From an optimization exercise on the open Yosys and OpenROAD flow, aimed at small area and a short achievable clock period; shortcuts taken in it are not production practice. In this exercise RTL edits were held to simulation tests only and were not proved equivalent to the original. The flow treats the clock pin as an ideal source, which a real chip does not have. Power figures rest on the tool's default switching activity, not on a simulated workload.

File: design.v
package fb_pkg;
    localparam int PIX_W        = 16;                       
    localparam int WORD_W       = 64;                       
    localparam int PIX_PER_WORD = WORD_W / PIX_W;           
    localparam int H_PIX        = 32;                       
    localparam int V_LINES      = 8;                        
    localparam int BURST_WORDS  = H_PIX / PIX_PER_WORD;     
    localparam int ADDR_W       = 20;                       
    localparam int LINE_BYTES   = BURST_WORDS * WORD_W / 8;
    localparam int BANK_BYTES   = LINE_BYTES * V_LINES;     
    localparam int LINE_IDX_W   = $clog2(V_LINES);
    localparam int WORD_IDX_W   = $clog2(BURST_WORDS);
    localparam int LANE_W       = $clog2(PIX_PER_WORD);     
    localparam int ST_WADDR = 0;
    localparam int ST_WDATA = 1;
    localparam int ST_RADDR = 2;
    localparam int ST_RDATA = 3;
endpackage
`timescale 1ns/1ps
import fb_pkg::*;
module line_writer
(
    input  logic              ddr_clk,
    input  logic              rst_n,
    input  logic              pix_fsync,
    input  logic              pix_valid,
    input  logic [PIX_W-1:0]  pix_data,
    input  logic              axi_wready,
    input  logic              wr_busy,
    input  logic              wr_start,
    input  logic              wr_done,
    output logic              wr_req,
    output logic [3:0]        wr_addr,
    output logic [WORD_W-1:0] wr_data,
    output logic              wr_overflow,
    output logic              frame_done,
    output logic              done_bank
);
    logic [WORD_W-1:0]     chain [2][BURST_WORDS];      
    logic [LINE_IDX_W-1:0] buf_line [2];                
    logic [LANE_W-1:0]     in_lane, lane_c, in_lane_n;
    logic [WORD_IDX_W-1:0] in_word, word_c;
    logic [LINE_IDX_W-1:0] in_line, line_c;
    logic                  in_buf, in_buf_n;            
    logic [1:0]            buf_full, buf_full_n;
    logic                  pix_take, word_end, line_end;
    logic                  out_buf, out_buf_n;          
    logic                  wr_bank;
    logic                  sending, sending_n;          
    logic                  lane0_q;                     
    logic [1:0]            fill_q, fill_n;              
    logic [1:0]            send_q, send_n;              
    logic                  beat;
    logic [1:0]            shift;
    assign lane_c   = pix_fsync ? '0 : in_lane;         
    assign word_c   = pix_fsync ? '0 : in_word;
    assign line_c   = pix_fsync ? '0 : in_line;
    assign pix_take = pix_valid && !(&buf_full);        
    assign word_end = pix_take && (lane_c == LANE_W'(PIX_PER_WORD - 1));
    assign line_end = word_end && (word_c == WORD_IDX_W'(BURST_WORDS - 1));
    assign beat     = axi_wready && sending;
    for (genvar b = 0; b < 2; b++)
    begin : g_shift
        assign shift[b] = (pix_valid && fill_q[b] && (pix_fsync || lane0_q))
                       || (axi_wready && send_q[b]);
    end
    always_ff @(posedge ddr_clk)
    begin
        for (int b = 0; b < 2; b++)
        begin
            if (shift[b])
                for (int s = 0; s < BURST_WORDS - 1; s++)
                    chain[b][s] <= chain[b][s+1];
            for (int l = 0; l < PIX_PER_WORD; l++)
                if (pix_valid && fill_q[b]
                    && (pix_fsync ? (l == 0) : (in_lane == l[LANE_W-1:0])))
                    chain[b][BURST_WORDS-1][l*PIX_W +: PIX_W] <= pix_data;
        end
        if (line_end)
            buf_line[in_buf] <= line_c;                 
        wr_data <= chain[out_buf][beat ? 1 : 0];
    end
    always_comb
    begin
        in_lane_n  = pix_take ? lane_c + 1'b1 : in_lane;
        buf_full_n = buf_full;
        if (line_end)
            buf_full_n[in_buf] = 1'b1;                  
        if (wr_done)
            buf_full_n[out_buf] = 1'b0;
        in_buf_n   = in_buf ^ line_end;
        out_buf_n  = out_buf ^ wr_done;
        sending_n  = wr_start || (sending && !wr_done);
        for (int b = 0; b < 2; b++)
        begin
            fill_n[b] = !(&buf_full_n) && (in_buf_n == b[0]);
            send_n[b] = sending_n && (out_buf_n == b[0]);
        end
    end
    always_ff @(posedge ddr_clk)
    begin
        if (!rst_n)
        begin
            in_lane     <= '0;
            in_word     <= '0;
            in_line     <= '0;
            in_buf      <= 1'b0;
            buf_full    <= 2'b00;
            out_buf     <= 1'b0;
            wr_bank     <= 1'b0;
            wr_overflow <= 1'b0;
            sending     <= 1'b0;
            lane0_q     <= 1'b1;
            fill_q      <= 2'b01;
            send_q      <= 2'b00;
        end
        else
        begin
            if (pix_valid && (&buf_full))
                wr_overflow <= 1'b1;                    
            if (pix_take)
            begin
                in_word <= word_end ? word_c + 1'b1 : word_c;
                in_line <= line_end ? line_c + 1'b1 : line_c;
            end
            in_lane  <= in_lane_n;
            lane0_q  <= (in_lane_n == '0);
            buf_full <= buf_full_n;
            in_buf   <= in_buf_n;
            out_buf  <= out_buf_n;
            sending  <= sending_n;
            fill_q   <= fill_n;
            send_q   <= send_n;
            if (frame_done)
                wr_bank <= ~wr_bank;                    
        end
    end
    assign wr_req     = buf_full[out_buf] && !wr_busy;
    assign wr_addr    = {wr_bank, buf_line[out_buf]};
    assign frame_done = wr_done && (buf_line[out_buf] == LINE_IDX_W'(V_LINES - 1));
    assign done_bank  = wr_bank;                        
endmodule
`timescale 1ns/1ps
import fb_pkg::*;
module line_reader
(
    input  logic              ddr_clk,
    input  logic              rst_n,
    input  logic              rd_fsync,
    input  logic              rd_en,
    input  logic              frame_done,
    input  logic              done_bank,
    input  logic              rd_ready,
    input  logic              rd_busy,
    input  logic              rd_done,
    input  logic              rd_data_en,
    input  logic [WORD_W-1:0] rd_data,
    output logic              vout_de,
    output logic [PIX_W-1:0]  vout_data,
    output logic              init_done,
    output logic              rd_req,
    output logic [3:0]        rd_addr,
    output logic              rd_underrun
);
    logic [WORD_W-1:0]     chain [2][BURST_WORDS];      
    logic                  last_bank;                   
    logic                  rd_bank;                     
    logic                  active, active_n;            
    logic                  flush;                       
    logic [1:0]            buf_valid, buf_valid_n;
    logic [LINE_IDX_W-1:0] fetch_line;                  
    logic                  fetch_all;                   
    logic [WORD_IDX_W-1:0] out_word;
    logic [LANE_W-1:0]     out_lane, out_lane_n;
    logic [LINE_IDX_W-1:0] out_line, out_line_n;        
    logic                  fetch_buf, out_buf;
    logic                  pix_ok;
    logic [1:0]            last_q, last_n;              
    logic [WORD_W-1:0]     head;
    logic [1:0]            shift;
    assign fetch_buf = fetch_line[0];
    assign out_buf   = out_line[0];
    assign pix_ok    = active && buf_valid[out_buf];
    assign rd_req    = active && !rd_busy && !fetch_all && !buf_valid[fetch_buf];
    assign rd_addr   = {rd_bank, fetch_line};
    assign head      = chain[out_buf][0];
    for (genvar b = 0; b < 2; b++)
    begin : g_shift
        assign shift[b] = (rd_data_en && (fetch_buf == b[0]))
                       || (rd_en && !rd_fsync && last_q[b]);
    end
    always_ff @(posedge ddr_clk)
    begin
        for (int b = 0; b < 2; b++)
            if (shift[b])
            begin
                for (int s = 0; s < BURST_WORDS - 1; s++)
                    chain[b][s] <= chain[b][s+1];
                chain[b][BURST_WORDS-1] <= rd_data;
            end
        vout_data <= pix_ok && !rd_fsync ? head[out_lane*PIX_W +: PIX_W] : '0;
    end
    always_comb
    begin
        active_n    = active;
        buf_valid_n = buf_valid;
        out_lane_n  = out_lane;
        out_line_n  = out_line;
        if (rd_done && !flush)
            buf_valid_n[fetch_buf] = 1'b1;              
        if (rd_fsync)
        begin
            active_n    = init_done;
            buf_valid_n = 2'b00;
            out_lane_n  = '0;
            out_line_n  = '0;
        end
        else if (rd_en && pix_ok)
        begin
            out_lane_n = out_lane + 1'b1;
            if (out_lane == LANE_W'(PIX_PER_WORD - 1)
                && out_word == WORD_IDX_W'(BURST_WORDS - 1))
            begin
                buf_valid_n[out_buf] = 1'b0;            
                out_line_n           = out_line + 1'b1;
                if (out_line == LINE_IDX_W'(V_LINES - 1))
                    active_n = 1'b0;                    
            end
        end
        for (int b = 0; b < 2; b++)
            last_n[b] = active_n && buf_valid_n[out_line_n[0]]
                        && (out_lane_n == LANE_W'(PIX_PER_WORD - 1))
                        && (out_line_n[0] == b[0]);
    end
    always_ff @(posedge ddr_clk)
    begin
        if (!rst_n)
        begin
            init_done   <= 1'b0;
            last_bank   <= 1'b0;
            rd_bank     <= 1'b0;
            active      <= 1'b0;
            flush       <= 1'b0;
            buf_valid   <= 2'b00;
            fetch_line  <= '0;
            fetch_all   <= 1'b0;
            out_word    <= '0;
            out_lane    <= '0;
            out_line    <= '0;
            last_q      <= 2'b00;
            vout_de     <= 1'b0;
            rd_underrun <= 1'b0;
        end
        else
        begin
            vout_de   <= rd_en;                         
            active    <= active_n;
            buf_valid <= buf_valid_n;
            out_lane  <= out_lane_n;
            out_line  <= out_line_n;
            last_q    <= last_n;
            if (frame_done)
            begin
                init_done <= 1'b1;                      
                last_bank <= done_bank;
            end
            if (rd_done)
            begin
                flush <= 1'b0;
                if (!flush)
                begin
                    fetch_line <= fetch_line + 1'b1;
                    if (fetch_line == LINE_IDX_W'(V_LINES - 1))
                        fetch_all <= 1'b1;
                end
            end
            if (rd_fsync)
            begin
                rd_bank    <= last_bank;                
                flush      <= (rd_busy && !rd_done) || rd_ready;  
                fetch_line <= '0;
                fetch_all  <= 1'b0;
                out_word   <= '0;
            end
            else if (rd_en)
            begin
                if (pix_ok)
                begin
                    if (out_lane == LANE_W'(PIX_PER_WORD - 1))
                        out_word <= out_word + 1'b1;
                end
                else if (active)
                    rd_underrun <= 1'b1;                
            end
        end
    end
endmodule
`timescale 1ns/1ps
import fb_pkg::*;
module burst_master
(
    input  logic              ddr_clk,
    input  logic              rst_n,
    input  logic              wr_req,
    input  logic [3:0]        wr_addr,
    input  logic              rd_req,
    input  logic [3:0]        rd_addr,
    input  logic              axi_awready,
    input  logic              axi_wready,
    input  logic              axi_arready,
    input  logic              axi_rvalid,
    input  logic              axi_rlast,
    output logic              wr_ready,
    output logic              wr_busy,
    output logic              wr_done,
    output logic              wr_data_re,
    output logic              wr_start,
    output logic              rd_ready,
    output logic              rd_busy,
    output logic              rd_done,
    output logic              rd_data_en,
    output logic [3:0]        aw_addr,
    output logic [3:0]        ar_addr,
    output logic              axi_awvalid,
    output logic              axi_wvalid,
    output logic              axi_wlast,
    output logic              axi_arvalid
);
    logic [3:0]            state;                       
    logic [WORD_IDX_W-1:0] beat;                        
    logic                  last_wr;                     
    logic                  last_beat;                   
    logic                  idle;
    logic                  grant_wr;
    logic                  grant_rd;
    assign idle     = (state == 4'd0);
    assign grant_wr = idle && wr_req && (!rd_req || !last_wr);
    assign grant_rd = idle && rd_req && !grant_wr;
    assign wr_ready = grant_wr;
    assign rd_ready = grant_rd;
    assign wr_busy  = state[ST_WADDR] || state[ST_WDATA];
    assign rd_busy  = state[ST_RADDR] || state[ST_RDATA];
    assign axi_awvalid = state[ST_WADDR];
    assign axi_arvalid = state[ST_RADDR];
    assign axi_wvalid  = state[ST_WDATA];
    assign axi_wlast   = last_beat;                     
    assign wr_start    = state[ST_WADDR] && axi_awready;
    assign wr_data_re  = state[ST_WDATA] && axi_wready;
    assign wr_done     = wr_data_re && last_beat;
    assign rd_data_en  = state[ST_RDATA] && axi_rvalid;
    assign rd_done     = rd_data_en && axi_rlast;
    always_ff @(posedge ddr_clk)
        aw_addr <= wr_addr;
    always_ff @(posedge ddr_clk)
    begin
        if (!rst_n)
            ar_addr <= '0;
        else if (grant_rd)
            ar_addr <= rd_addr;
    end
    always_ff @(posedge ddr_clk)
    begin
        if (!rst_n)
        begin
            state   <= 4'd0;
            beat      <= '0;
            last_beat <= 1'b0;
            last_wr   <= 1'b0;
        end
        else
        begin
            if (grant_wr)
            begin
                state   <= 4'd1 << ST_WADDR;
                last_wr <= 1'b1;
            end
            if (grant_rd)
            begin
                state   <= 4'd1 << ST_RADDR;
                last_wr <= 1'b0;
            end
            if (state[ST_WADDR] && axi_awready)
                state <= 4'd1 << ST_WDATA;
            if (wr_data_re)
            begin
                beat      <= beat + 1'b1;
                last_beat <= (beat == WORD_IDX_W'(BURST_WORDS - 2));
            end
            if (wr_done)
                state <= 4'd0;
            if (state[ST_RADDR] && axi_arready)
                state <= 4'd1 << ST_RDATA;
            if (rd_done)
                state <= 4'd0;
        end
    end
endmodule
`timescale 1ns/1ps
import fb_pkg::*;
module frame_buf_top
(
    input  logic              ddr_clk,
    input  logic              rst_n,
    input  logic              pix_fsync,
    input  logic              pix_valid,
    input  logic [PIX_W-1:0]  pix_data,
    input  logic              rd_fsync,
    input  logic              rd_en,
    output logic              vout_de,
    output logic [PIX_W-1:0]  vout_data,
    output logic              init_done,
    output logic              wr_overflow,
    output logic              rd_underrun,
    input  logic              axi_awready,
    input  logic              axi_wready,
    input  logic              axi_arready,
    input  logic              axi_rvalid,
    input  logic              axi_rlast,
    input  logic [WORD_W-1:0] axi_rdata,
    output logic [ADDR_W-1:0] axi_awaddr,
    output logic [ADDR_W-1:0] axi_araddr,
    output logic              axi_awvalid,
    output logic              axi_wvalid,
    output logic              axi_wlast,
    output logic              axi_arvalid,
    output logic [WORD_W-1:0] axi_wdata
);
    logic              wr_req, wr_ready, wr_done, wr_data_re, wr_busy, wr_start;
    logic [3:0]        wr_addr;                     
    logic              rd_req, rd_ready, rd_done, rd_data_en, rd_busy;
    logic [3:0]        rd_addr;
    logic              frame_done, done_bank;
    logic [3:0]        aw_addr, ar_addr;
    line_writer i_writer (
        .ddr_clk     (ddr_clk),
        .rst_n       (rst_n),
        .pix_fsync   (pix_fsync),
        .pix_valid   (pix_valid),
        .pix_data    (pix_data),
        .axi_wready  (axi_wready),
        .wr_busy     (wr_busy),
        .wr_start    (wr_start),
        .wr_done     (wr_done),
        .wr_req      (wr_req),
        .wr_addr     (wr_addr),
        .wr_data     (axi_wdata),
        .wr_overflow (wr_overflow),
        .frame_done  (frame_done),
        .done_bank   (done_bank)
    );
    line_reader i_reader (
        .ddr_clk     (ddr_clk),
        .rst_n       (rst_n),
        .rd_fsync    (rd_fsync),
        .rd_en       (rd_en),
        .frame_done  (frame_done),
        .done_bank   (done_bank),
        .rd_ready    (rd_ready),
        .rd_busy     (rd_busy),
        .rd_done     (rd_done),
        .rd_data_en  (rd_data_en),
        .rd_data     (axi_rdata),
        .vout_de     (vout_de),
        .vout_data   (vout_data),
        .init_done   (init_done),
        .rd_req      (rd_req),
        .rd_addr     (rd_addr),
        .rd_underrun (rd_underrun)
    );
    burst_master i_master (
        .ddr_clk     (ddr_clk),
        .rst_n       (rst_n),
        .wr_req      (wr_req),
        .wr_addr     (wr_addr),
        .rd_req      (rd_req),
        .rd_addr     (rd_addr),
        .axi_awready (axi_awready),
        .axi_wready  (axi_wready),
        .axi_arready (axi_arready),
        .axi_rvalid  (axi_rvalid),
        .axi_rlast   (axi_rlast),
        .wr_ready    (wr_ready),
        .wr_busy     (wr_busy),
        .wr_done     (wr_done),
        .wr_data_re  (wr_data_re),
        .wr_start    (wr_start),
        .rd_ready    (rd_ready),
        .rd_busy     (rd_busy),
        .rd_done     (rd_done),
        .rd_data_en  (rd_data_en),
        .aw_addr     (aw_addr),
        .ar_addr     (ar_addr),
        .axi_awvalid (axi_awvalid),
        .axi_wvalid  (axi_wvalid),
        .axi_wlast   (axi_wlast),
        .axi_arvalid (axi_arvalid)
    );
    assign axi_awaddr = {10'd0, aw_addr, 6'd0};
    assign axi_araddr = {10'd0, ar_addr, 6'd0};
endmodule
File: flow/run.sh
#!/bin/bash
# Standard layout with two changes: the port buffers are buf_2 cells, and
# after placement each flip-flop that drives an output port is moved next to
# that port's buffer (then legalised) before clock tree synthesis.
set -euo pipefail
export BUFFER_PORTS_ARGS="-buffer_cell sky130_fd_sc_hd__buf_2"
bash standard.sh synth floorplan place > standard_place.log 2>&1
PLACE_ODB=$(pwd)/orfs/results/sky130hd/frame_buf_top/base/3_place.odb
PLACE_ODB=$PLACE_ODB openroad -no_init -exit flow/move_out_ffs.tcl > move_out_ffs.log 2>&1
bash standard.sh > standard_finish.log 2>&1
File: flow/move_out_ffs.tcl
# Move each flip-flop that drives an output port's buffer next to that buffer,
# then legalise.  Reads and rewrites the placed design given in PLACE_ODB.
read_db $::env(PLACE_ODB)
set block [ord::get_db_block]
set moved 0
foreach bt [$block getBTerms] {
  if {[$bt getIoType] != "OUTPUT"} continue
  set net [$bt getNet]
  if {$net == "NULL"} continue
  foreach it [$net getITerms] {
    if {![$it isOutputSignal]} continue
    set buf [$it getInst]
    foreach it2 [$buf getITerms] {
      if {![$it2 isInputSignal]} continue
      set n2 [$it2 getNet]
      if {$n2 == "NULL"} continue
      foreach it3 [$n2 getITerms] {
        if {![$it3 isOutputSignal]} continue
        set ff [$it3 getInst]
        if {![string match "*df*" [[$ff getMaster] getName]]} continue
        set loc [$buf getLocation]
        $ff setLocation [lindex $loc 0] [lindex $loc 1]
        $ff setPlacementStatus PLACED
        incr moved
      }
    }
  }
}
puts "moved $moved output flip-flops"
detailed_placement
check_placement -verbose
write_db $::env(PLACE_ODB)
File: standard.sh
#!/bin/bash
# synth_recipe.tcl (not shown) runs the flow's synth.tcl, then flattens the netlist and writes it again
# the make line also repeats each setting of config.mk as NAME=value (left out here)
make -C /OpenROAD-flow-scripts/flow DESIGN_CONFIG=/design/flow/config.mk WORK_HOME=/design/flow/orfs CLKGATE_MAP_FILE= SYNTH_SCRIPT=/design/flow/synth_recipe.tcl "${@:-finish}"
File: config.mk
export PLATFORM = sky130hd
export DESIGN_NAME = frame_buf_top
export DESIGN_NICKNAME = frame_buf_top
export VERILOG_FILES = /design/flow/design.v
export SDC_FILE = /design/flow/constraint.sdc
export NUM_CORES = 4
export LEC_CHECK = 0
export CAP_MARGIN = 20
export CORE_MARGIN = 2
export CORE_UTILIZATION = 65
export CTS_BUF_LIST = sky130_fd_sc_hd__clkbuf_16
export CTS_CLUSTER_DIAMETER = 80
export CTS_CLUSTER_SIZE = 32
export GPL_ROUTABILITY_DRIVEN = 0
export SETUP_SLACK_MARGIN = 3.3
export SLEW_MARGIN = 20
File: constraint.sdc
create_clock -name core_clock -period 5.5 [get_ports {ddr_clk}]
set_input_delay 1.1000 -clock core_clock [delete_from_list [all_inputs] [get_ports {ddr_clk}]]
set_output_delay 1.1000 -clock core_clock [all_outputs]
set_load 0.01 [all_outputs]
==> out/metrics.yaml, run 1 <==
ys_types: 55
syn_inst: 2614
layout_common_cells: "edfxtp_1, buf_2, mux4_2"
core_um2: 105000
grt_pass1_wl_um: 141600
final_nets: 3029
crit_end: "axi_wvalid"
r2r_setup_slack_ps: 3490
leakage_nw: 24.01
yosys_warnings: 5
drt_iter0_markers: 2153
io_pins: 219
wire_per_inst_um: 21.40
cts_tree: "built"
placed_cell_area_um2: 71690
synth.ff_latch_count: 2195
syn_area_um2: 68680
fin_crit_ps: 2259
cts_root_buf: "clkbuf_16"
grt_max_degree: 117
p_sw_mw: 4.677
die-width_um: 329.1
rr_startpoint: "i_master.state[3]$_SDFFE_PP0P_"
grt.overflow.total: 0
worstSetupStartpoint: "i_master.state[1]$_SDFFE_PP0P_"
cp_max_fo: 2
cp_slowest_stage_delay_ps: 370
worst_pin_slew_ps: 709.6
initial_utilization: 0.6543
cp.depth: 1
hold_viol: 0
setup_viol: 0
dp_hpwl_um: 52800
finClkSkew_ps: 17.35
antenna_found_initial: 4
fill_cells: 5944
cp.arrival_ps: 1160
hold_buffers: 0
path_class: "flip-flop to output pin"
clk_pin_slew_ps: 110
drc: 0
multi_input_area_um2: 4073
r2r-end: "i_reader.chain[15][33]$_DFFE_PP_"
rsz0062_at_grt: "true"
regArea_um2: 64610
async_reset_ff_frac: 0
synth_area_leader_cell: "edfxtp_1"
ir_drop_uv: 389.9
vias_per_cell: 5.444
die_y_um: 329.1
cts_sinks: 2195
yosys.area.top_type_share: 0.8981
slowest_stage: "dfxtp_4"
final_common_cell: "edfxtp_1"
fin_crit_sh: 0.4107
slew_viol_final: 0
htreeDepth: 3
grtUsageTotal: 0.1749
avgSynthCellArea_um2: 26.27
dieArea_um2: 108300
status: "finished clean"
synth_edf_count: 2054
fmax_mhz: 442.7
drive_gt1_frac: 0.1844
end_kind: "output pin"
relSlewSlack: 0.5268
min_path_type: "flip-flop to flip-flop"
cts.path.max_buffers: 3
portBuffers: 186
p_sw_frac: 0.1805
max-cap-violations: 0
seqPwrFrac: 0.712
first_pass_iters: 5
reg2regPathDepth: 2
hold_ws_ps: 386.2
grt_pass1_vias: 23667
synth_seq_area_share: 0.9392
worstSkewPairLatency_ps: 680
drt.antenna.violating_nets: 0
p_int_mw: 21.23
rows: 119
cts_buffers: 79
combPwrFrac: 0.014
wl_um: 93570
path_delay_family: "flip-flops"
ys.flop_type: "edfxtp_1"
area_growth_pct: 9.217
cp-start-kind: "flip-flop"
via_count: 23800
worst-path-buf-inv: 1
synth.area.top_cells: "edfxtp_1, dfxtp_1, mux4_2"
crit_required_ps: 4400
clockPowerShare: 0.274
power.density_nw_per_um2: 345.4
path_cells: "buf_6"
finish.instance_area_um2: 75010
fin_util: 0.7146
[kinds of logic (layout without fill, tap and decap cells)]
kind of cell / count (synthesis) / after routing / synth area share
flops: 2195 / 2195 / 0.9392
simple gates: 138 / 138 / 0.009565
mux: 127 / 127 / 0.03613
buf+inv: 75 / 404 / 0.006158
compound gates: 55 / 59 / 0.005138
fa+ha+maj: 15 / 15 / 0.002733
xor+xnor: 8 / 8 / 0.001020
other cells: 1 / 35 / 0.00005460
[flip-flops by register name, summed over array words and instances, names as in the netlist, 3 cells and up, named ones only]
signal               flops
i_writer.in_line         3
i_reader.out_line        3
i_master.beat            3
i_reader.vout_data      16
i_writer.chain        1024
i_reader.fetch_line      3
i_writer.in_word         3
i_master.ar_addr         4
i_writer.wr_data        64
i_reader.chain        1024
i_master.aw_addr         4
i_reader.out_word        3
i_master.state           4
i_writer.buf_line        6
[synthesized netlist by cell type (2+ instances only)]
cell and n:
a22oi_1 4, nor3_1 8, mux2_2 4, nor2_1 58
a21oi_1 13, mux2i_1 27, nand2b_1 3, nand3_1 12
mux4_2 95, o22ai_1 2, nor2b_1 10, xor2_1 4
nand2_1 27, buf_4 32, clkbuf_1 21, a211oi_1 2
ha_1 15, xnor2_1 4, buf_2 11, dfxtp_1 141
a31oi_1 3, a32oi_1 2, nand4_1 4, o21ai_0 17
and4b_1 2, inv_1 7, and2_1 5, edfxtp_1 2054
[power groups by stage]
stage | Combinational (mW) | Clock, mW | Sequential (mW)
floorplan | 0.160 | 0 | 18.9
global placement | 0.322 | 0 | 18.8
detailed placement | 0.335 | 0 | 18.8
CTS | 0.364 | 7.38 | 18.4
global route | 0.400 | 7.93 | 18.5
finish | 0.371 | 7.10 | 18.4
[worst register-to-register path, delay by kind of cell, from the launching register on]
family / cells / cell delay [ps]
AOI/OAI and AO/OA: 1 / 510
DFF: 1 / 580
buffers and inverters: 1 / 470
[worst min-delay path by stage]
stage / cells past startpoint / to / slack (ps) / startpoint
floorplan: 0 / i_master.aw_addr[3]$_DFF_P_ / 360 / i_writer.wr_bank$_SDFFE_PN0P_
global placement: 0 / i_master.aw_addr[3]$_DFF_P_ / 370 / i_writer.wr_bank$_SDFFE_PN0P_
detailed placement: 0 / i_master.aw_addr[3]$_DFF_P_ / 380 / i_writer.wr_bank$_SDFFE_PN0P_
CTS: 0 / i_master.aw_addr[3]$_DFF_P_ / 390 / i_writer.wr_bank$_SDFFE_PN0P_
global route: 0 / i_master.aw_addr[3]$_DFF_P_ / 410 / i_writer.wr_bank$_SDFFE_PN0P_
finish: 0 / i_master.aw_addr[3]$_DFF_P_ / 390 / i_writer.wr_bank$_SDFFE_PN0P_
[per-layer routing]
layer,global-route usage,vias up,part of all wire,wire length (um)
met5,0,-,0,0
met3,0.02463,142,0.034,3205
met2,0.2896,399,0.51,47650
li1,-,11018,-,-
met4,0.04931,0,0.028,2589
met1,0.2510,12241,0.43,40120
[final cells by class]
type,instances,area share
Antenna cell,3,0.0001001
Sequential cell,2195,0.8614
Tap cell,1391,0.02320
Timing Repair Buffer,259,0.03024
Clock inverter,55,0.003236
Multi-Input combinational cell,379,0.05430
Inverter,9,0.0005338
Clock buffer,81,0.02702
[through the flow]
step / TNS, ps / power [mW] / cells / setup slack (ps)
after floorplan: -7229410 / 19.03 / 2645 / -4391
after global placement: 0 / 19.14 / 4198 / 2143
after detailed placement: 0 / 19.17 / 4198 / 2010
after CTS: 0 / 26.19 / 4363 / 3182
after global routing: 0 / 26.80 / 4371 / 3176
final: 0 / 25.91 / 4372 / 3241
[timing repair]
action,CTS,global route
buffers inserted,22,5
gates resized for setup,95,77
pin swaps,4,1
setup endpoints to repair,1970,484
gates cloned,7,1
==> run 2, diff against run 1 <==
--- a/design.v
+++ b/design.v
@@ -50,2 +50,4 @@
     logic                  lane0_q;                     
+    logic                  last_q;                      
+    logic [WORD_IDX_W-1:0] in_word_n;
     logic [1:0]            fill_q, fill_n;              
@@ -59,3 +61,3 @@
     assign word_end = pix_take && (lane_c == LANE_W'(PIX_PER_WORD - 1));
-    assign line_end = word_end && (word_c == WORD_IDX_W'(BURST_WORDS - 1));
+    assign line_end = pix_take && !pix_fsync && last_q;  
     assign beat     = axi_wready && sending;
@@ -85,2 +87,3 @@
         in_lane_n  = pix_take ? lane_c + 1'b1 : in_lane;
+        in_word_n  = pix_take ? (word_end ? word_c + 1'b1 : word_c) : in_word;
         buf_full_n = buf_full;
@@ -113,2 +116,3 @@
             lane0_q     <= 1'b1;
+            last_q      <= 1'b0;
             fill_q      <= 2'b01;
@@ -121,8 +125,8 @@
             if (pix_take)
-            begin
-                in_word <= word_end ? word_c + 1'b1 : word_c;
                 in_line <= line_end ? line_c + 1'b1 : line_c;
-            end
             in_lane  <= in_lane_n;
+            in_word  <= in_word_n;
             lane0_q  <= (in_lane_n == '0);
+            last_q   <= (in_lane_n == LANE_W'(PIX_PER_WORD - 1))
+                        && (in_word_n == WORD_IDX_W'(BURST_WORDS - 1));
             buf_full <= buf_full_n;
@@ -342,5 +346,6 @@
     assign rd_busy  = state[ST_RADDR] || state[ST_RDATA];
-    assign axi_awvalid = state[ST_WADDR];
-    assign axi_arvalid = state[ST_RADDR];
-    assign axi_wvalid  = state[ST_WDATA];
+    logic [2:0]            vld_q;
+    assign axi_awvalid = vld_q[0];
+    assign axi_wvalid  = vld_q[1];
+    assign axi_arvalid = vld_q[2];
     assign axi_wlast   = last_beat;                     
@@ -354,2 +359,13 @@
     always_ff @(posedge ddr_clk)
+    begin
+        if (!rst_n)
+            vld_q <= '0;
+        else
+        begin
+            vld_q[0] <= grant_wr || (state[ST_WADDR] && !axi_awready);
+            vld_q[1] <= (state[ST_WADDR] && axi_awready) || (state[ST_WDATA] && !wr_done);
+            vld_q[2] <= grant_rd || (state[ST_RADDR] && !axi_arready);
+        end
+    end
+    always_ff @(posedge ddr_clk)
     begin
--- a/config.mk
+++ b/config.mk
@@ -13,3 +13,2 @@
 export CTS_CLUSTER_SIZE = 32
-export GPL_ROUTABILITY_DRIVEN = 0
 export SETUP_SLACK_MARGIN = 3.3
==> out/metrics.yaml, run 2 <==
cp-start-kind: "input port"
combPwrFrac: 0.015
end_kind: "flip-flop"
path_cells: "buf_2 -> nand2_1 -> o21ai_4 -> buf_12 -> buf_12"
setup_viol: 0
final_nets: 3026
dp.cells: 4202
via_count: 23664
avgSynthCellArea_um2: 26.21
min_path_type: "flip-flop to flip-flop"
clockPowerShare: 0.272
core_um2: 105100
synth_seq_area_share: 0.9387
grt_pass1_wl_um: 137300
fin_cells: 4375
grt_pass1_vias: 23579
hold_end: "i_master.aw_addr[3]$_DFF_P_"
place.gp.congestion: 0.7600
netlist_top_cells_count: "edfxtp_1, dfxtp_1, mux4_2, nor2_1, buf_4"
ys.flop_type: "edfxtp_1"
fin_crit_ps: 2251
crit_required_ps: 5820
cp.arrival_ps: 2570
rr_startpoint: "i_reader.out_line[0]$_SDFF_PN0_"
wl_um: 90700
rsz0062_at_grt: "true"
portBuffers: 186
cp_slowest_stage_delay_ps: 410
path_delay_family: "buffers and inverters"
r2r-end: "i_reader.vout_data[0]$_SDFF_PN0_"
synth.ff_latch_count: 2199
drive_gt1_frac: 0.1791
grt_max_degree: 126
slew_viol_final: 0
hold_viol: 0
drt.antenna.violating_nets: 0
relSlewSlack: 0.3336
hp-start: "i_writer.wr_bank$_SDFFE_PN0P_"
initial_utilization: 0.6545
fin_total_pwr_mw: 25.90
worst_pin_slew_ps: 999.6
finish.instance_area_um2: 75090
hold_ws_ps: 402.9
multi_input_area_um2: 4070
grtUsageTotal: 0.1675
cp_max_fo: 90
area_growth_pct: 9.153
p_int_mw: 21.26
synth_edf_count: 2054
cts_buffers: 78
cts_root_buf: "clkbuf_16"
dieArea_um2: 108500
slowest_stage: "buf_12"
fill_cells: 6101
layout_common_cells: "edfxtp_1, buf_2, mux4_2"
drc: 0
ys_types: 54
antenna_found_initial: 5
wire_per_inst_um: 20.73
final_common_cell: "edfxtp_1"
fin_util: 0.7144
hold_buffers: 0
regArea_um2: 64680
first_pass_iters: 5
cpMostUsedCell: "buf_12"
worstSkewPairLatency_ps: 680
cts_tree: "built"
seqPwrFrac: 0.713
top_regs: "i_reader.chain x1024, i_writer.chain x1024, i_writer.wr_data x64"
grt.overflow.total: 0
fmax_mhz: 444.2
leakage_nw: 24.06
p_sw_frac: 0.1791
rows: 119
io_pins: 219
htreeDepth: 3
status: "finished clean"
path_class: "input port to flip-flop"
p_sw_mw: 4.639
worst-path-buf-inv: 3
power.density_nw_per_um2: 344.9
syn_inst: 2625
dp_hpwl_um: 50130
clk_pin_slew_ps: 110
syn_area_um2: 68800
synth.most_common_cell: "edfxtp_1"
whs_path_depth: 0
die-width_um: 329.3
vias_per_cell: 5.409
finClkSkew_ps: 21.28
ir_drop_uv: 292.6
die_y_um: 329.3
cts_sinks: 2199
placed_cell_area_um2: 71780
fin_crit_sh: 0.4093
max-cap-violations: 0
worstSetupStartpoint: "pix_valid"
yosys_warnings: 5
reg2regPathDepth: 4
synth_area_leader_cell: "edfxtp_1"
yosys.area.top_type_share: 0.8965
cts.path.max_buffers: 3
synth.area.top_cells: "edfxtp_1, dfxtp_1, mux4_2"
r2r_setup_slack_ps: 3530
async_reset_ff_frac: 0
drt_iter0_markers: 2099
-- run 2: cell families after synthesis --
family / Yosys count / share of synthesized area
flops: 2199 / 0.9387
simple gates: 142 / 0.01004
mux: 128 / 0.03621
buf+inv: 77 / 0.006256
compound gates: 56 / 0.005147
fa+ha+maj: 14 / 0.002546
xor+xnor: 8 / 0.001018
other cells: 1 / 0.00005451
-- run 2: worst max path at each step --
stage                                       end  slack (ps)  cells after the start
2_1_floorplan    i_reader.chain[0][0]$_DFFE_PP_       -4390                      2
3_3_place_gp    i_writer.chain[8][16]$_DFFE_PP_        2210                      4
3_5_place_dp   i_writer.chain[14][14]$_DFFE_PP_        2170                      4
4_1_cts                           axi_wdata[24]        3200                      1
5_1_grt                           axi_wdata[50]        3200                      1
6_report        i_writer.chain[0][13]$_DFFE_PP_        3250                      5
-- run 2: metal layers --
layer  up-vias  GRT usage  wire [um]
met5         -          0         11
met2       417     0.2815      46870
li1      11037          -          -
met4         2    0.04457       1782
met3       113    0.02379       3224
met1     12095     0.2373      38810
-- run 2: metrics by stage --
step | setup TNS [ps] | setup slack, ps
2_1_floorplan | -7228550 | -4390
3_3_place_gp | 0 | 2209
3_5_place_dp | 0 | 2166
4_1_cts | 0 | 3202
5_1_grt | 0 | 3202
6_report | 0 | 3249
-- run 2: final cells by class --
class | instances | share of cell area
inverters | 9 | 0.0004999
multi-input cells | 384 | 0.05420
repair buffers | 249 | 0.03067
clock buffers | 81 | 0.02699
diodes | 3 | 0.00009997
flip-flops and latches | 2199 | 0.8613
well taps | 1391 | 0.02318
clock inverters | 59 | 0.003032
-- run 2: repair_timing --
action	in CTS	in global routing
setup buffers	20	0
endpoints found under the setup margin	1742	979
pin swaps	4	0
gates cloned	6	4
gates resized for setup	97	74
-- run 2: power groups by stage --
stage	registers (mW)	clock network, mW	logic [mW]
2_1_floorplan	18.9	0	0.160
6_report	18.5	7.04	0.382
5_1_grt	18.5	7.86	0.413
4_1_cts	18.5	7.33	0.364
3_5_place_dp	18.9	0	0.331
3_3_place_gp	18.8	0	0.324
==> run 3, diff against run 2 <==
--- a/config.mk
+++ b/config.mk
@@ -13,3 +13,3 @@
 export CTS_CLUSTER_SIZE = 32
-export SETUP_SLACK_MARGIN = 3.3
+export SETUP_SLACK_MARGIN = 3.4
 export SLEW_MARGIN = 20
==> out/metrics.yaml, run 3 <==
yosys_warnings: 5
grtUsageTotal: 0.1680
synth.ff_latch_count: 2199
ys_types: 54
cts_buffers: 78
slowest_stage: "dfxtp_2"
wire_per_inst_um: 20.78
path_cells: "buf_6"
worst_pin_slew_ps: 985.8
cts_sinks: 2199
syn_area_um2: 68800
hp-start: "i_writer.wr_bank$_SDFFE_PN0P_"
rr_startpoint: "i_master.state[3]$_SDFFE_PP0P_"
clk_pin_slew_ps: 110
cp.arrival_ps: 1130
clockPowerShare: 0.272
leakage_nw: 24.12
relSlewSlack: 0.3428
seqPwrFrac: 0.713
layout_common_cells: "edfxtp_1, buf_2, mux4_2"
cts.path.max_buffers: 3
grt_max_degree: 126
grt.overflow.total: 0
dieArea_um2: 108500
fin_crit_sh: 0.4055
fin_total_pwr_mw: 25.91
ys.flop_type: "edfxtp_1"
cts_tree: "built"
worst-path-buf-inv: 1
first_pass_iters: 7
cp.depth: 1
reg2regPathDepth: 2
worstSkewPairLatency_ps: 680
place.gp.congestion: 0.7600
wl_um: 91050
drive_gt1_frac: 0.1824
die-width_um: 329.3
p_sw_mw: 4.644
via_count: 23730
synth.most_common_cell: "edfxtp_1"
synth.area.top_cells: "edfxtp_1, dfxtp_1, mux4_2"
top_regs: "i_reader.chain x1024, i_writer.chain x1024, i_writer.wr_data x64"
r2r-end: "i_reader.chain[10][50]$_DFFE_PP_"
worstSetupStartpoint: "i_writer.wr_data[38]$_DFF_P_"
final_nets: 3033
hold_ws_ps: 402.8
path_class: "flip-flop to output pin"
final_common_cell: "edfxtp_1"
async_reset_ff_frac: 0
fin_crit_ps: 2230
path_delay_family: "flip-flops"
fmax_mhz: 448.4
cp_max_fo: 1
drc: 0
htreeDepth: 3
synth_area_leader_cell: "edfxtp_1"
grt_pass1_wl_um: 137600
drt.antenna.violating_nets: 0
slew_viol_final: 0
finClkSkew_ps: 18.36
netlist_top_cells_count: "edfxtp_1, dfxtp_1, mux4_2, nor2_1, buf_4"
crit_required_ps: 4400
hold_viol: 0
rsz0062_at_grt: "true"
portBuffers: 186
hold_buffers: 0
vias_per_cell: 5.415
max-cap-violations: 0
setup_viol: 0
cp_slowest_stage_delay_ps: 350
io_pins: 219
die_y_um: 329.3
crit_end: "axi_wdata[38]"
rows: 119
min_path_type: "flip-flop to flip-flop"
r2r_setup_slack_ps: 3460
end_kind: "output pin"
cp-start-kind: "flip-flop"
ir_drop_uv: 293.8
cts_root_buf: "clkbuf_16"
dp_hpwl_um: 50130
grt_pass1_vias: 23585
p_int_mw: 21.27
syn_inst: 2625
antenna_found_initial: 5
power.density_nw_per_um2: 344.5
avgSynthCellArea_um2: 26.21
area_growth_pct: 9.328
status: "finished clean"
initial_utilization: 0.6545
drt_iter0_markers: 1932
combPwrFrac: 0.015
synth_seq_area_share: 0.9387
synth_edf_count: 2054
p_sw_frac: 0.1792
yosys.area.top_type_share: 0.8965
core_um2: 105100
==> run 3: cell count changes in the layout (fill, tap and decap cells not counted), sizes merged <==
| cell | previous run | this run |
|---|---|---|
| clkbuf | 85 | 87 |
| buf | 244 | 249 |
==> run 3: how the worst min path moves through the flow <==
stage	to	slack (ps)	depth (start not counted)
final	i_master.aw_addr[3]$_DFF_P_	400	0
after global routing	i_master.aw_addr[3]$_DFF_P_	410	0
after CTS	i_master.aw_addr[3]$_DFF_P_	400	0
after detailed placement	i_master.aw_addr[3]$_DFF_P_	390	0
after global placement	i_master.aw_addr[3]$_DFF_P_	370	0
after floorplan	i_master.aw_addr[3]$_DFF_P_	360	0
==> run 3: stage by stage <==
stage                     TNS (ps)  instances  utilization  instance area, um^2  setup slack (ps)
after global routing             0       4381       0.7155                75210              3204
after detailed placement         0       4202       0.6828                71780              2166
after global placement           0       4202       0.6828                71780              2209
after CTS                        0       4365       0.7108                74720              3202
final                            0       4382       0.7155                75210              3270
after floorplan           -7228550       2656            -                68990             -4390
==> run 3: timing repair <==
| action | in CTS | in global routing |
|---|---|---|
| pin swaps | 4 | 1 |
| setup endpoints to repair | 1938 | 1128 |
| gates cloned | 7 | 6 |
| resized for setup | 105 | 74 |
| setup buffers | 16 | 8 |
==> run 3: logic make-up (layout without fill, tap and decap cells) <==
kind of cell	after synthesis	in the layout	share of synthesized area
multiplexers	128	128	0.03621
XOR/XNOR	8	8	0.001018
AO/OA/AOI/OAI	56	60	0.005147
buffers and inverters	77	405	0.006256
other	1	35	0.00005451
flip-flops	2199	2199	0.9387
adder cells (fa/ha/maj)	14	14	0.002546
AND/OR/NAND/NOR	142	142	0.01004
==> run 3: layer usage <==
layer,track usage,share of wire,routed length [um],vias to the layer above
li1,-,-,-,11060
met1,0.2374,0.43,38960,12145
met2,0.2832,0.52,47070,399
met3,0.02379,0.035,3192,124
met4,0.04457,0.020,1822,2
met5,0,0.00012,11,-
==> run 3: power by group through the flow <==
stage / Sequential, mW / Clock, mW / Combinational [mW]
floorplan: 18.9 / 0 / 0.160
global placement: 18.8 / 0 / 0.324
detailed placement: 18.9 / 0 / 0.331
CTS: 18.5 / 7.33 / 0.374
global route: 18.5 / 7.86 / 0.421
finish: 18.5 / 7.04 / 0.389
==> run 3: cell type report <==
cell class                      count  area (um^2)
Sequential cell                  2199        64680
Fill cell                        6092        29900
Multi-Input combinational cell    384         4085
Timing Repair Buffer              256         2409
Clock buffer                       81         2027
Tap cell                         1391         1740
Clock inverter                     59        227.7
Inverter                            9        37.54
Antenna cell                        3        7.507
==> run 4, diff against run 3 <==
==> flow/run.sh (replaced) <==
#!/bin/bash
set -euo pipefail
export BUFFER_PORTS_ARGS="-buffer_cell sky130_fd_sc_hd__buf_2"
RES=$(pwd)/orfs/results/sky130hd/frame_buf_top/base
bash standard.sh synth floorplan place > standard_place.log 2>&1
PLACE_ODB=$RES/3_place.odb openroad -no_init -exit flow/move_out_ffs.tcl > move_out_ffs.log 2>&1
bash standard.sh cts > standard_cts.log 2>&1
CTS_ODB=$RES/4_cts.odb CLOCK_PORT=ddr_clk openroad -no_init -exit flow/split_root.tcl > split_root.log 2>&1
bash standard.sh > standard_finish.log 2>&1
==> flow/split_root.tcl (new file) <==
read_db $::env(CTS_ODB)
set block [ord::get_db_block]
set port  $::env(CLOCK_PORT)
set cnet  [[$block findBTerm $port] getNet]
set sinks {}
foreach it [$cnet getITerms] { lappend sinks $it }
if {[llength $sinks] != 1} {
  puts "clock port feeds [llength $sinks] cells, left as it is"
  write_db $::env(CTS_ODB)
  exit
}
set root    [[lindex $sinks 0] getInst]
set master  [$root getMaster]
set rootnet {}
foreach it [$root getITerms] { if {[$it isOutputSignal]} { set rootnet [$it getNet] } }
set rloc [$root getLocation]
set rx [lindex $rloc 0]; set ry [lindex $rloc 1]
# group the loads of the root by quadrant around the root
array set grp {}
foreach it [$rootnet getITerms] {
  if {![$it isInputSignal]} continue
  set loc [[$it getInst] getLocation]
  set q [expr {([lindex $loc 0] > $rx ? 1 : 0) + ([lindex $loc 1] > $ry ? 2 : 0)}]
  lappend grp($q) $it
}
set quads [lsort [array names grp]]
puts "root [$root getName] drives [llength [$rootnet getITerms]] pins in quadrants $quads"
set first 1
foreach q $quads {
  set sx 0; set sy 0; set n 0
  foreach it $grp($q) { set loc [[$it getInst] getLocation]; incr sx [lindex $loc 0]; incr sy [lindex $loc 1]; incr n }
  set cx [expr {$sx / $n}]; set cy [expr {$sy / $n}]
  if {$first} {
    # the original root keeps the first quadrant
    $root setLocation $cx $cy
    set first 0
    puts "quadrant $q: [$root getName] at $cx $cy drives $n"
    continue
  }
  set name "${port}_root_q$q"
  set buf [odb::dbInst_create $block $master $name]
  set net [odb::dbNet_create $block "${port}_rootnet_q$q"]
  $net setSigType CLOCK
  [$buf findITerm A] connect $cnet
  [$buf findITerm X] connect $net
  foreach it $grp($q) { $it disconnect; $it connect $net }
  $buf setLocation $cx $cy
  $buf setPlacementStatus PLACED
  puts "quadrant $q: $name at $cx $cy drives $n"
}
detailed_placement
check_placement -verbose
write_db $::env(CTS_ODB)
--- a/config.mk
+++ b/config.mk
@@ -13,3 +13,3 @@
 export CTS_CLUSTER_SIZE = 32
-export SETUP_SLACK_MARGIN = 3.4
+export SETUP_SLACK_MARGIN = 3.7
 export SLEW_MARGIN = 20
==> out/metrics.yaml, run 4 <==
ys_types: 54
worst_pin_slew_ps: 741.5
grt.overflow.total: 0
yosys.area.top_type_share: 0.8965
clockPowerShare: 0.275
grt_pass1_wl_um: 143100
dp_slack_ps: 2166
wl_met3_um: 4097
cts.path.max_buffers: 3
synth_area_leader_cell: "edfxtp_1"
clk_pin_slew_ps: 110
synth.area.top_cells: "edfxtp_1, dfxtp_1, mux4_2"
fin_crit_sh: 0.3822
rsz0062_at_grt: "true"
combPwrFrac: 0.018
synth_seq_area_share: 0.9387
cts_buffers: 78
final_nets: 3244
power.density_nw_per_um2: 328.4
syn_inst: 2625
setup_viol: 0
wl_um: 106800
die-width_um: 329.3
fill_cells: 5536
drc: 0
wl_met1_um: 44190
synth.ff_latch_count: 2199
finalWorstSetupSlack_ps: 3398
synth_edf_count: 2054
slew_viol_final: 0
async_reset_ff_frac: 0
first_pass_iters: 5
status: "finished clean"
fin_crit_ps: 2102
cp-start-kind: "flip-flop"
place.gp.congestion: 0.7600
leakage_nw: 26.07
drive_gt1_frac: 0.2413
cp_slowest_stage_delay_ps: 360
htreeDepth: 3
cp_max_fo: 2
dr_wl_met2_um: 56520
p_sw_frac: 0.1806
avgSynthCellArea_um2: 26.21
syn_area_um2: 68800
core_um2: 105100
min_path_type: "flip-flop to flip-flop"
dp_hpwl_um: 50130
p_int_mw: 21.43
grtUsageTotal: 0.1757
p_sw_mw: 4.724
wire_per_inst_um: 23.25
dr.max_layer_used: "met5"
placed_cell_area_um2: 71780
io_pins: 219
path_cells: "buf_6"
finish.instance_area_um2: 79640
crit_required_ps: 4400
netlist_top_cells_count: "edfxtp_1, dfxtp_1, mux4_2, nor2_1, buf_4"
relSlewSlack: 0.5057
hold_ws_ps: 403.4
ir_drop_uv: 294.5
path_delay_family: "flip-flops"
initial_utilization: 0.6545
portBuffers: 186
finClkSkew_ps: 30.22
max-cap-violations: 0
ys.flop_type: "edfxtp_1"
antenna_found_initial: 5
drt.antenna.violating_nets: 0
top_regs: "i_reader.chain x1024, i_writer.chain x1024, i_writer.wr_data x64"
worst-path-buf-inv: 1
die_y_um: 329.3
layout_common_cells: "edfxtp_1, clkbuf_16, buf_2"
grt_max_degree: 91
path_class: "flip-flop to output pin"
cts_sinks: 2199
final_common_cell: "edfxtp_1"
end_kind: "output pin"
fin_util: 0.7576
rows: 119
dieArea_um2: 108500
slowest_stage: "dfxtp_2"
vias_per_cell: 5.491
grt_pass1_vias: 24113
synth.most_common_cell: "edfxtp_1"
cts_root_buf: "clkbuf_16"
cts_tree: "built"
area_growth_pct: 15.76
hold_viol: 0
via_count: 25221
cp.arrival_ps: 1000
worstSkewPairLatency_ps: 560
drt_iter0_markers: 1965
yosys_warnings: 5
seqPwrFrac: 0.707
fmax_mhz: 475.7
fin_total_pwr_mw: 26.15
-- run 4: path summary, 6_finish.rpt --
kind / cells after the start / slack [ps] / to / start
setup / recovery: 1 / 3400 / axi_araddr[8] / i_master.ar_addr[2]$_SDFFE_PN0P_
hold / removal: 0 / 400 / i_master.aw_addr[3]$_DFF_P_ / i_writer.wr_bank$_SDFFE_PN0P_
setup reg to reg: 7 / 3630 / i_reader.chain[5][16]$_DFFE_PP_ / i_master.state[3]$_SDFFE_PP0P_
hold reg to reg: 0 / 400 / i_master.aw_addr[3]$_DFF_P_ / i_writer.wr_bank$_SDFFE_PN0P_
-- run 4: layer usage --
layer	up-vias	track usage
met5	-	0
met4	2	0.03597
met3	131	0.02595
met2	512	0.3007
met1	13069	0.2478
li1	11507	-
-- run 4: power by group through the flow --
stage,registers (mW),clock network [mW],logic [mW]
final,18.5,7.19,0.480
after global routing,18.5,7.94,0.512
after CTS,18.5,7.33,0.409
after detailed placement,18.9,0,0.331
after global placement,18.8,0,0.324
after floorplan,18.9,0,0.160
-- run 4: kinds of logic (layout without fill, tap and decap cells) --
| group | after synthesis | after routing | synth area share |
|---|---|---|---|
| multiplexers | 128 | 128 | 0.03621 |
| adder cells (fa/ha/maj) | 14 | 14 | 0.002546 |
| XOR/XNOR | 8 | 8 | 0.001018 |
| other | 1 | 35 | 0.00005451 |
| flip-flops | 2199 | 2199 | 0.9387 |
| AND/OR/NAND/NOR | 142 | 142 | 0.01004 |
| buffers and inverters | 77 | 616 | 0.006256 |
| AO/OA/AOI/OAI | 56 | 60 | 0.005147 |
-- run 4: repair_timing --
item,4_1_cts,5_1_grt
setup endpoints to repair,2194,2051
gates resized for setup,169,215
pin swaps,7,14
hold buffers,0,0
gates cloned,26,114
buffers inserted,39,66
-- run 4: final cells by class --
type,instances,area (um^2),share of cell area
antenna,3,7.507,0.00009427
buffer,3,75.07,0.0009427
clock buffer,81,2027,0.02545
clock inverter,59,227.7,0.002859
inverter,9,43.79,0.0005499
multi-input combinational,384,4302,0.05402
sequential,2199,64680,0.8122
tap,1391,1740,0.02185
timing repair buffer,464,6533,0.08203
-- run 4: through the flow --
step | TNS [ps] | std cells
floorplan | -7228550 | 2656
detailed placement | 0 | 4202
finish | 0 | 4593
global placement | 0 | 4202
CTS | 0 | 4407
global route | 0 | 4592
==> run 5, diff against run 4 <==
--- a/config.mk
+++ b/config.mk
@@ -13,3 +13,3 @@
 export CTS_CLUSTER_SIZE = 32
-export SETUP_SLACK_MARGIN = 3.7
+export SETUP_SLACK_MARGIN = 3.47
 export SLEW_MARGIN = 20
==> out/metrics.yaml, run 5 <==
fin_setup_tns_ps: 0
top_regs: "i_reader.chain x1024, i_writer.chain x1024, i_writer.wr_data x64"
slew_viol_final: 0
wire_per_inst_um: 21.12
syn_inst: 2625
finish.instance_area_um2: 75770
cts_sinks: 2199
synth.area.top_cells: "edfxtp_1, dfxtp_1, mux4_2"
wl_um: 92970
finalWorstSetupSlack_ps: 3331
rows: 119
drt_iter0_markers: 1994
worst_pin_slew_ps: 995.0
drive_gt1_frac: 0.1889
max-cap-violations: 0
path_cells: "buf_2 -> nand2_2 -> o21ai_4 -> buf_12 -> buf_12 -> buf_16"
slowest_stage: "buf_16"
setup_viol: 0
relSlewSlack: 0.3366
ys_types: 54
synth.most_common_cell: "edfxtp_1"
core_um2: 105100
cp_slowest_stage_delay_ps: 240
io_pins: 219
finClkSkew_ps: 22.35
end_kind: "flip-flop"
layout_common_cells: "edfxtp_1, buf_2, mux4_2, clkbuf_16, buf_6"
cp_max_fo: 51
antenna_found_initial: 5
synth_area_leader_cell: "edfxtp_1"
hold_ws_ps: 404.0
die-width_um: 329.3
place.gp.congestion: 0.7600
drc: 0
placed_cell_area_um2: 71780
grt_pass1_vias: 23732
synth_seq_area_share: 0.9387
cts.path.max_buffers: 3
hold_viol: 0
fin_total_pwr_mw: 25.98
synth_edf_count: 2054
netlist_top_cells_count: "edfxtp_1, dfxtp_1, mux4_2, nor2_1, buf_4"
yosys_warnings: 5
async_reset_ff_frac: 0
htreeDepth: 3
power.density_nw_per_um2: 342.9
cpMostUsedCell: "buf_12"
fmax_mhz: 461.1
final_nets: 3052
cp-start-kind: "input port"
final_common_cell: "edfxtp_1"
status: "finished clean"
first_pass_iters: 5
drt.antenna.violating_nets: 0
leakage_nw: 24.36
path_class: "input port to flip-flop"
fin_crit_ps: 2169
clk_pin_slew_ps: 110
dp_slack_ps: 2166
dp_hpwl_um: 50130
cp.arrival_ps: 2400
avgSynthCellArea_um2: 26.21
vias_per_cell: 5.432
cts_root_buf: "clkbuf_16"
grt_pass1_wl_um: 138400
grt_max_degree: 102
ys.flop_type: "edfxtp_1"
ir_drop_uv: 293.2
via_count: 23905
synth.ff_latch_count: 2199
die_y_um: 329.3
dieArea_um2: 108500
syn_area_um2: 68800
min_path_type: "flip-flop to flip-flop"
path_delay_family: "buffers and inverters"
worstSkewPairLatency_ps: 550
rsz0062_at_grt: "true"
yosys.area.top_type_share: 0.8965
fin_crit_sh: 0.3943
initial_utilization: 0.6545
cts_buffers: 78
crit_required_ps: 5730
cts_tree: "built"
area_growth_pct: 10.14
grtUsageTotal: 0.1682
grt.overflow.total: 0
worst-path-buf-inv: 4
portBuffers: 186
-- run 5: kinds of logic (layout without fill, tap and decap cells) --
kind of cell	Yosys count	in the layout	share of synthesized area
compound gates	56	60	0.005147
xor+xnor	8	8	0.001018
fa+ha+maj	14	14	0.002546
buf+inv	77	424	0.006256
flops	2199	2199	0.9387
mux	128	128	0.03621
other cells	1	35	0.00005451
simple gates	142	142	0.01004
-- run 5: timing repair --
action | CTS | global route
cloned | 11 | 12
buffers inserted | 18 | 12
hold buffers | 0 | 0
pin swaps | 4 | 3
resized for setup | 116 | 96
endpoints found under the setup margin | 1997 | 1986
-- run 5: final cells by class --
cell class              instances  area (um^2)
diodes                          3        7.507
plain buffers                   3        75.07
clock buffers                  81         2027
clock inverters                59        227.7
fillers                      6021        29350
inverters                       9        35.03
multi-input cells             384         4114
flip-flops and latches       2199        64680
well taps                    1391         1740
repair buffers                272         2864
-- run 5: metrics by stage --
step | util | instances
after floorplan | - | 2656
after global placement | 0.6828 | 4202
after detailed placement | 0.6828 | 4202
after CTS | 0.7129 | 4371
after global routing | 0.7208 | 4400
final | 0.7208 | 4401
-- run 5: path summary, 6_finish.rpt --
path | start | to | slack [ps] | cells after the start
worst max-delay path | pix_valid | i_writer.chain[8][10]$_DFFE_PP_ | 3330 | 6
worst min-delay path | i_writer.wr_bank$_SDFFE_PN0P_ | i_master.aw_addr[3]$_DFF_P_ | 400 | 0
worst max register to register | i_reader.out_lane[0]$_SDFF_PN0_ | i_reader.vout_data[0]$_SDFF_PN0_ | 3590 | 4
worst min register to register | i_writer.wr_bank$_SDFFE_PN0P_ | i_master.aw_addr[3]$_DFF_P_ | 400 | 0
-- run 5: report_power, final --
part / switching (mW) / leakage [nW] / internal (mW)
sequential: 0.0817 / 20.0 / 18.4
combinational: 0.240 / 3.05 / 0.140
clock: 4.30 / 1.35 / 2.82
-- run 5: per-layer routing --
metal | part of all wire | GRT usage | routed length [um] | vias to the layer above
met5 | 0.00012 | 0 | 11 | -
met2 | 0.51 | 0.2844 | 47720 | 375
li1 | - | - | - | 11101
met4 | 0.019 | 0.03547 | 1751 | 2
met1 | 0.43 | 0.2397 | 40290 | 12307
met3 | 0.034 | 0.02565 | 3192 | 120
==> run 6, diff against run 5 <==
--- a/config.mk
+++ b/config.mk
@@ -13,3 +13,3 @@
 export CTS_CLUSTER_SIZE = 32
-export SETUP_SLACK_MARGIN = 3.47
+export SETUP_SLACK_MARGIN = 3.55
 export SLEW_MARGIN = 20
==> out/metrics.yaml, run 6 <==
cts.path.max_buffers: 3
io_pins: 219
final_common_cell: "edfxtp_1"
initial_utilization: 0.6545
p_sw_frac: 0.1789
yosys_warnings: 5
via_count: 24268
syn_area_um2: 68800
fin_cells: 4453
seqPwrFrac: 0.709
cp-start-kind: "flip-flop"
clk_pin_slew_ps: 110
top_regs: "i_reader.chain x1024, i_writer.chain x1024, i_writer.wr_data x64"
drt_iter0_markers: 1935
grtUsageTotal: 0.1697
synth_edf_count: 2054
crit_end: "axi_wdata[50]"
drive_gt1_frac: 0.2039
max-cap-violations: 0
vias_per_cell: 5.450
fin_crit_sh: 0.3825
crit_required_ps: 4400
cts_root_buf: "clkbuf_16"
r2r-end: "i_master.ar_addr[0]$_SDFFE_PN0P_"
wl_um: 98030
power.density_nw_per_um2: 339.4
rsz0062_at_grt: "true"
worstSkewPairLatency_ps: 550
synth.ff_latch_count: 2199
fmax_mhz: 475.3
core_um2: 105100
fin_crit_ps: 2104
path_cells: "buf_2"
worst-path-buf-inv: 1
drt.antenna.violating_nets: 0
hold_viol: 0
grt.overflow.total: 0
layout_common_cells: "edfxtp_1, clkbuf_16, buf_2"
cp.arrival_ps: 1000
rows: 119
p_sw_mw: 4.662
reg2regPathDepth: 4
async_reset_ff_frac: 0
setup_viol: 0
slowest_stage: "dfxtp_1"
die_y_um: 329.3
status: "finished clean"
first_pass_iters: 5
path_delay_family: "flip-flops"
antenna_found_initial: 4
dp_hpwl_um: 50130
r2r_setup_slack_ps: 3690
dieArea_um2: 108500
finish.instance_area_um2: 76750
ys_types: 54
avgSynthCellArea_um2: 26.21
relSlewSlack: 0.4878
die-width_um: 329.3
synth.area.top_cells: "edfxtp_1, dfxtp_1, mux4_2"
finClkSkew_ps: 23.04
leakage_nw: 24.81
cts_buffers: 78
drc: 0
wire_per_inst_um: 22.02
synth.most_common_cell: "edfxtp_1"
area_growth_pct: 11.57
portBuffers: 186
hold_buffers: 0
syn_inst: 2625
htreeDepth: 3
placed_cell_area_um2: 71780
final_nets: 3105
slew_viol_final: 0
worstSetupStartpoint: "i_writer.wr_data[50]$_DFF_P_"
min_path_type: "flip-flop to flip-flop"
ys.flop_type: "edfxtp_1"
rr_startpoint: "i_master.state[3]$_SDFFE_PP0P_"
synth_seq_area_share: 0.9387
combPwrFrac: 0.017
path_class: "flip-flop to output pin"
end_kind: "output pin"
grt_pass1_wl_um: 139300
cp_slowest_stage_delay_ps: 330
clockPowerShare: 0.274
dp.cells: 4202
ir_drop_uv: 295.1
fill_cells: 5924
p_int_mw: 21.39
grt_max_degree: 126
yosys.area.top_type_share: 0.8965
netlist_top_cells_count: "edfxtp_1, dfxtp_1, mux4_2, nor2_1, buf_4"
worst_pin_slew_ps: 768.3
cp.depth: 1
cts_sinks: 2199
synth_area_leader_cell: "edfxtp_1"
cts_tree: "built"
cp_max_fo: 1
grt_pass1_vias: 23794
place.gp.congestion: 0.7600
run 6: cell counts after synthesis:
Identical to the previous run, type by type.
run 6: kinds of logic after synthesis:
| group | synth area share |
|---|---|
| buffers and inverters | 0.006256 |
| and+or+nand+nor | 0.01004 |
| other | 0.00005451 |
| DFF | 0.9387 |
| muxes | 0.03621 |
| xor gates and xnor gates | 0.001018 |
| adders and majority gates | 0.002546 |
| AOI/OAI and AO/OA | 0.005147 |
run 6: layout make-up:
| type | instances | area (um^2) | share of cell area |
|---|---|---|---|
| Sequential cell | 2199 | 64680 | 0.8427 |
| Multi-Input combinational cell | 384 | 4169 | 0.05432 |
| Timing Repair Buffer | 325 | 3787 | 0.04934 |
| Clock buffer | 81 | 2027 | 0.02641 |
| Tap cell | 1391 | 1740 | 0.02268 |
| Clock inverter | 59 | 227.7 | 0.002967 |
| Buffer | 3 | 75.07 | 0.0009781 |
| Inverter | 9 | 42.54 | 0.0005542 |
| Antenna cell | 2 | 5.005 | 0.00006520 |
run 6: per-stage QoR:
step             util  total power [mW]  setup slack (ps)  hold slack [ps]  TNS (ps)
5_1_grt        0.7302             26.89              3346            408.9         0
4_1_cts        0.7148             26.20              3202            403.3         0
3_3_place_gp   0.6828             19.17              2209            369.6         0
6_report       0.7302             26.05              3396            402.8         0
3_5_place_dp   0.6828             19.19              2166            387.8         0
2_1_floorplan       -             19.06             -4390            362.9  -7228550
run 6: worst min-delay path by stage:
stage / start / depth (start not counted) / slack (ps) / endpoint
floorplan: i_writer.wr_bank$_SDFFE_PN0P_ / 0 / 360 / i_master.aw_addr[3]$_DFF_P_
global route: i_writer.wr_bank$_SDFFE_PN0P_ / 0 / 410 / i_master.aw_addr[3]$_DFF_P_
detailed placement: i_writer.wr_bank$_SDFFE_PN0P_ / 0 / 390 / i_master.aw_addr[3]$_DFF_P_
CTS: i_writer.wr_bank$_SDFFE_PN0P_ / 0 / 400 / i_master.aw_addr[3]$_DFF_P_
finish: i_writer.wr_bank$_SDFFE_PN0P_ / 0 / 400 / i_master.aw_addr[3]$_DFF_P_
global placement: i_writer.wr_bank$_SDFFE_PN0P_ / 0 / 370 / i_master.aw_addr[3]$_DFF_P_
run 6: repair_timing:
action                                  in CTS  in global routing
buffers inserted                            23                 28
cloned                                      14                 41
pin swaps                                    6                  3
resized for setup                          125                122
endpoints found under the setup margin    2003               2031
run 6: power by group through the flow:
stage | clock, mW | combinational (mW) | sequential [mW]
after floorplan | 0 | 0.160 | 18.9
after global placement | 0 | 0.324 | 18.8
after detailed placement | 0 | 0.331 | 18.9
after CTS | 7.33 | 0.393 | 18.5
after global routing | 7.92 | 0.465 | 18.5
final | 7.14 | 0.433 | 18.5
run 6: routing by layer:
metal	vias up	track usage	routed length [um]
li1	11210	-	-
met1	12497	0.2405	41700
met2	432	0.2880	50930
met3	127	0.02607	3499
met4	2	0.03597	1891
met5	-	0	11

static timing again, ports no longer ideal:
In the flow no input, the clock included, has a driving cell. The finished layouts below were timed again as built, in two steps. Step 1: set_driving_cell puts a clkbuf_16 on ddr_clk and a buf_2 on each other input, an assumption about the parent block. Step 2 also shifts input and output timing later by t, the mid clock arrival at the registers, as if the neighbouring blocks saw the same clock. Three values: ideal ports, drivers, drivers and shift; two values: the first two.
run	t (ns)	setup WS [ns]	slew at the worst register clock pin (ns)
run 1	0.741	3.241 / 3.170 / 2.619	0.11 / 0.11
run 2	0.736	3.249 / 3.199 / 2.558	0.12 / 0.12
run 3	0.736	3.270 / 3.199 / 2.651	0.12 / 0.12
run 4	0.695	3.398 / 3.245 / 2.874	0.12 / 0.12
run 5	0.688	3.331 / 3.248 / 2.765	0.12 / 0.12
run 6	0.689	3.396 / 3.249 / 2.881	0.12 / 0.12
After both steps setup and hold are still met in every run listed. For run 2, which loses most, drivers alone change the setup slack by -0.050 ns; drivers and shift together by -0.691 ns.
